Source: an optimization exercise on an open RTL-to-GDS flow (aim: small area, a short achievable clock period and few clock cycles). Production flows keep margins and buffers that such runs may drop.
Function was checked by simulation only, so behaviour that the tests miss may differ from the original.
Power and IR drop assume default switching activity.

## job 101
Design multi_term_substring_filter_top, start of the top module:
module multi_term_substring_filter_top (
  input  logic        clk_i,
  input  logic        rst_ni,
  input  logic        s_axis_tvalid,
  output logic        s_axis_tready,
  input  logic [7:0]  s_axis_tdata,    
  input  logic [1:0]  s_axis_tuser,    
  output logic        m_axis_tvalid,
  input  logic        m_axis_tready,
  output logic [23:0] m_axis_tdata     
);
Size: ~6200 cells after synthesis, roughly 40 I/O pins, roughly 100000 um2 of cells after synthesis.
==> module multi_term_substring_filter_top, before the edit <==
module multi_term_substring_filter_top (
  input  logic        clk_i,
  input  logic        rst_ni,
  input  logic        s_axis_tvalid,
  output logic        s_axis_tready,
  input  logic [7:0]  s_axis_tdata,    
  input  logic [1:0]  s_axis_tuser,    
  output logic        m_axis_tvalid,
  input  logic        m_axis_tready,
  output logic [23:0] m_axis_tdata     
);
  logic                        in_valid_q;
  logic                        in_rec_q, in_end_q, in_clr_q, in_app_sp_q, in_app_ch_q;
  logic [mtsf_pkg::ByteW-1:0]  in_data_q;    
  logic [mtsf_pkg::ByteW-1:0]  in_rbyte_q;   
  logic                        out_valid_q, out_valid_d;
  logic [1:0]                  out_res_q, out_res_d;
  logic                        skid_valid_q, skid_valid_d;
  logic [1:0]                  skid_res_q, skid_res_d;
  logic [mtsf_pkg::IndexW-1:0] idx_q, idx_d;
  logic                        rdy_d, rdy_q;
  logic                        tvalid_q, tready_q;
  logic [mtsf_pkg::IndexW-1:0] tidx_q;
  logic                        take, push, pop, take_end, take_ch;
  logic [1:0]                  res;
  logic [mtsf_pkg::CharsW-1:0] chars;
  logic [mtsf_pkg::LensW-1:0]  lens;
  logic                        overflow;
  logic                        all_found;
  assign take     = s_axis_tvalid && rdy_q;
  assign take_end = take && (s_axis_tuser == mtsf_pkg::FuncEnd);
  assign take_ch  = take && (s_axis_tuser == mtsf_pkg::FuncAppend) &&
                    (s_axis_tdata != mtsf_pkg::SpaceChar);
  assign push     = in_end_q;
  assign pop      = out_valid_q && m_axis_tready;
  assign res      = {overflow, all_found};
  always_comb begin
    out_valid_d  = out_valid_q;
    out_res_d    = out_res_q;
    skid_valid_d = skid_valid_q;
    skid_res_d   = skid_res_q;
    if (pop) begin
      out_valid_d  = skid_valid_q;
      out_res_d    = skid_res_q;
      skid_valid_d = 1'b0;
    end
    if (push) begin
      if (!out_valid_d) begin
        out_valid_d = 1'b1;
        out_res_d   = res;
      end else begin
        skid_valid_d = 1'b1;
        skid_res_d   = res;
      end
    end
  end
  assign rdy_d = !out_valid_d || (!skid_valid_d && !take_end);
  assign idx_d = pop ? idx_q + mtsf_pkg::IndexW'(1) : idx_q;
  always_ff @(posedge clk_i or negedge rst_ni) begin
    if (!rst_ni) begin
      rdy_q <= 1'b1;
    end else begin
      rdy_q <= rdy_d;
    end
  end
  always_ff @(posedge clk_i or negedge rst_ni) begin
    if (!rst_ni) begin
      in_valid_q   <= 1'b0;
      in_rec_q     <= 1'b0;
      in_end_q     <= 1'b0;
      in_clr_q     <= 1'b0;
      in_app_sp_q  <= 1'b0;
      in_app_ch_q  <= 1'b0;
      out_valid_q  <= 1'b0;
      skid_valid_q <= 1'b0;
      idx_q        <= '0;
    end else begin
      in_valid_q   <= take;
      in_rec_q     <= take && (s_axis_tuser == mtsf_pkg::FuncRecord);
      in_end_q     <= take_end;
      in_clr_q     <= take && (s_axis_tuser == mtsf_pkg::FuncClear);
      in_app_sp_q  <= take && (s_axis_tuser == mtsf_pkg::FuncAppend) &&
                      (s_axis_tdata == mtsf_pkg::SpaceChar);
      in_app_ch_q  <= take_ch;
      out_valid_q  <= out_valid_d;
      skid_valid_q <= skid_valid_d;
      idx_q        <= idx_d;
    end
  end
  always_ff @(posedge clk_i) begin
    in_data_q  <= s_axis_tdata;
    in_rbyte_q <= (s_axis_tuser == mtsf_pkg::FuncRecord) ? s_axis_tdata : mtsf_pkg::SpaceChar;
    out_res_q  <= out_res_d;
    skid_res_q <= skid_res_d;
    tvalid_q   <= out_valid_d;
    tready_q   <= rdy_d;
    tidx_q     <= idx_d;
  end
  mtsf_query u_query (
    .clk_i      (clk_i),
    .rst_ni     (rst_ni),
    .clr_i      (in_clr_q),
    .app_sp_i   (in_app_sp_q),
    .app_ch_i   (in_app_ch_q),
    .nxt_ch_i   (take_ch),
    .data_i     (in_data_q),
    .chars_o    (chars),
    .lens_o     (lens),
    .overflow_o (overflow)
  );
  mtsf_match u_match (
    .clk_i       (clk_i),
    .valid_i     (in_valid_q),
    .rec_i       (in_rec_q),
    .data_i      (in_rbyte_q),
    .chars_i     (chars),
    .lens_i      (lens),
    .all_found_o (all_found)
  );
  assign s_axis_tready = tready_q;
  assign m_axis_tvalid = tvalid_q;
  assign m_axis_tdata  = {6'd0, out_res_q, tidx_q};
endmodule
Settings: LEC_CHECK=0, CAP_MARGIN=20, CORE_MARGIN=2, CORE_UTILIZATION=65, CTS_CLUSTER_DIAMETER=150, CTS_CLUSTER_SIZE=20, SETUP_SLACK_MARGIN=3.6, SLEW_MARGIN=20; clock period 6.0 ns.
run.sh (not shown) runs the stock make flow with config.mk's settings and CLKGATE_MAP_FILE= SYNTH_SCRIPT=/design/flow/synth_recipe.tcl, a recipe that flattens the netlist after the stock synthesis.
Job 101 has completed all stages; timing, DRC and antenna checks passed.
Testbench counts of job 101, summed over its fixed seeds: cycles 52,612.
Input changes introduced in job 102 (baseline for comparison: job 101):
diff --git a/flow/design.v b/flow/design.v
--- a/flow/design.v
+++ b/flow/design.v
@@ -152,13 +152,15 @@
   logic [mtsf_pkg::ByteW-1:0]  in_data_q;    
   logic [mtsf_pkg::ByteW-1:0]  in_rbyte_q;   
   logic                        out_valid_q, out_valid_d;
   logic [1:0]                  out_res_q, out_res_d;
+  logic                        out_load;
   logic                        skid_valid_q, skid_valid_d;
   logic [1:0]                  skid_res_q, skid_res_d;
   logic [mtsf_pkg::IndexW-1:0] idx_q, idx_d;
   logic                        rdy_d, rdy_q;
   logic                        tvalid_q, tready_q;
+  logic [1:0]                  tres_q;
   logic [mtsf_pkg::IndexW-1:0] tidx_q;
   logic                        take, push, pop, take_end, take_ch;
   logic [1:0]                  res;
   logic [mtsf_pkg::CharsW-1:0] chars;
@@ -173,26 +175,25 @@
   assign pop      = out_valid_q && m_axis_tready;
   assign res      = {overflow, all_found};
   always_comb begin
     out_valid_d  = out_valid_q;
-    out_res_d    = out_res_q;
     skid_valid_d = skid_valid_q;
     skid_res_d   = skid_res_q;
     if (pop) begin
       out_valid_d  = skid_valid_q;
-      out_res_d    = skid_res_q;
       skid_valid_d = 1'b0;
     end
     if (push) begin
       if (!out_valid_d) begin
         out_valid_d = 1'b1;
-        out_res_d   = res;
       end else begin
         skid_valid_d = 1'b1;
         skid_res_d   = res;
       end
     end
   end
+  assign out_load  = (!out_valid_q || pop) && (skid_valid_q || push);
+  assign out_res_d = out_load ? (skid_valid_q ? skid_res_q : res) : out_res_q;
   assign rdy_d = !out_valid_d || (!skid_valid_d && !take_end);
   assign idx_d = pop ? idx_q + mtsf_pkg::IndexW'(1) : idx_q;
   always_ff @(posedge clk_i or negedge rst_ni) begin
     if (!rst_ni) begin
@@ -227,9 +228,12 @@
   end
   always_ff @(posedge clk_i) begin
     in_data_q  <= s_axis_tdata;
     in_rbyte_q <= (s_axis_tuser == mtsf_pkg::FuncRecord) ? s_axis_tdata : mtsf_pkg::SpaceChar;
-    out_res_q  <= out_res_d;
+    if (out_load) begin
+      out_res_q <= out_res_d;
+    end
+    tres_q     <= out_res_d;
     skid_res_q <= skid_res_d;
     tvalid_q   <= out_valid_d;
     tready_q   <= rdy_d;
     tidx_q     <= idx_d;
@@ -256,6 +260,6 @@
     .all_found_o (all_found)
   );
   assign s_axis_tready = tready_q;
   assign m_axis_tvalid = tvalid_q;
-  assign m_axis_tdata  = {6'd0, out_res_q, tidx_q};
+  assign m_axis_tdata  = {6'd0, tres_q, tidx_q};
 endmodule
Results
Going from job 101 to job 102, number of DRC markers after the initial detailed-route iteration went up; leakage dissipation went up.
Job 102 vs job 101, worst setup path startpoint: tvalid_q vs out_res_q[0]
Going from job 101 to job 102, worst setup timing slack at the placement stage fell 0.13 ns; sum of internal, switching and leakage power has increased; actual slew at the worst max-slew pin now sits higher; detailed-placement wirelength estimate down 1.3%.
Looking at minimum hold slack across job 102 and job 101, the one that comes out lower is job 101.
There was hardly any difference in register area share after synthesis between job 102 and job 101.
Between job 101 and job 102, the flip-flop and latch count does not differ in any meaningful way.
Testbench counts of job 102, summed over its fixed seeds: cycles 52,612.

static timing again, ports no longer ideal:
The results above use ideal ports. As a check the final layouts listed here were re-extracted and re-timed, cells and wires unchanged. Step 1, drivers: a clkbuf_16 drives clk_i and a buf_2 each remaining input, both assumed. Step 2 also shifts input and output timing later by t, the mid clock arrival at the registers, as if the neighbouring blocks saw the same clock. Three values: ideal ports, drivers, drivers and shift; two values: the first two.
run	shift t [ns]	slack for setup (ns)	worst setup path at the end	slew at the worst register clock pin (ns)
job 101	0.847	3.575 / 3.495 / 2.934	input to register	0.09 / 0.09
job 102	0.851	3.537 / 3.457 / 3.040	input to register	0.09 / 0.09
After both steps every run listed still meets setup and hold. The setup slack of job 101, which loses most, moves by -0.080 ns with the drivers and by -0.641 ns with both steps.
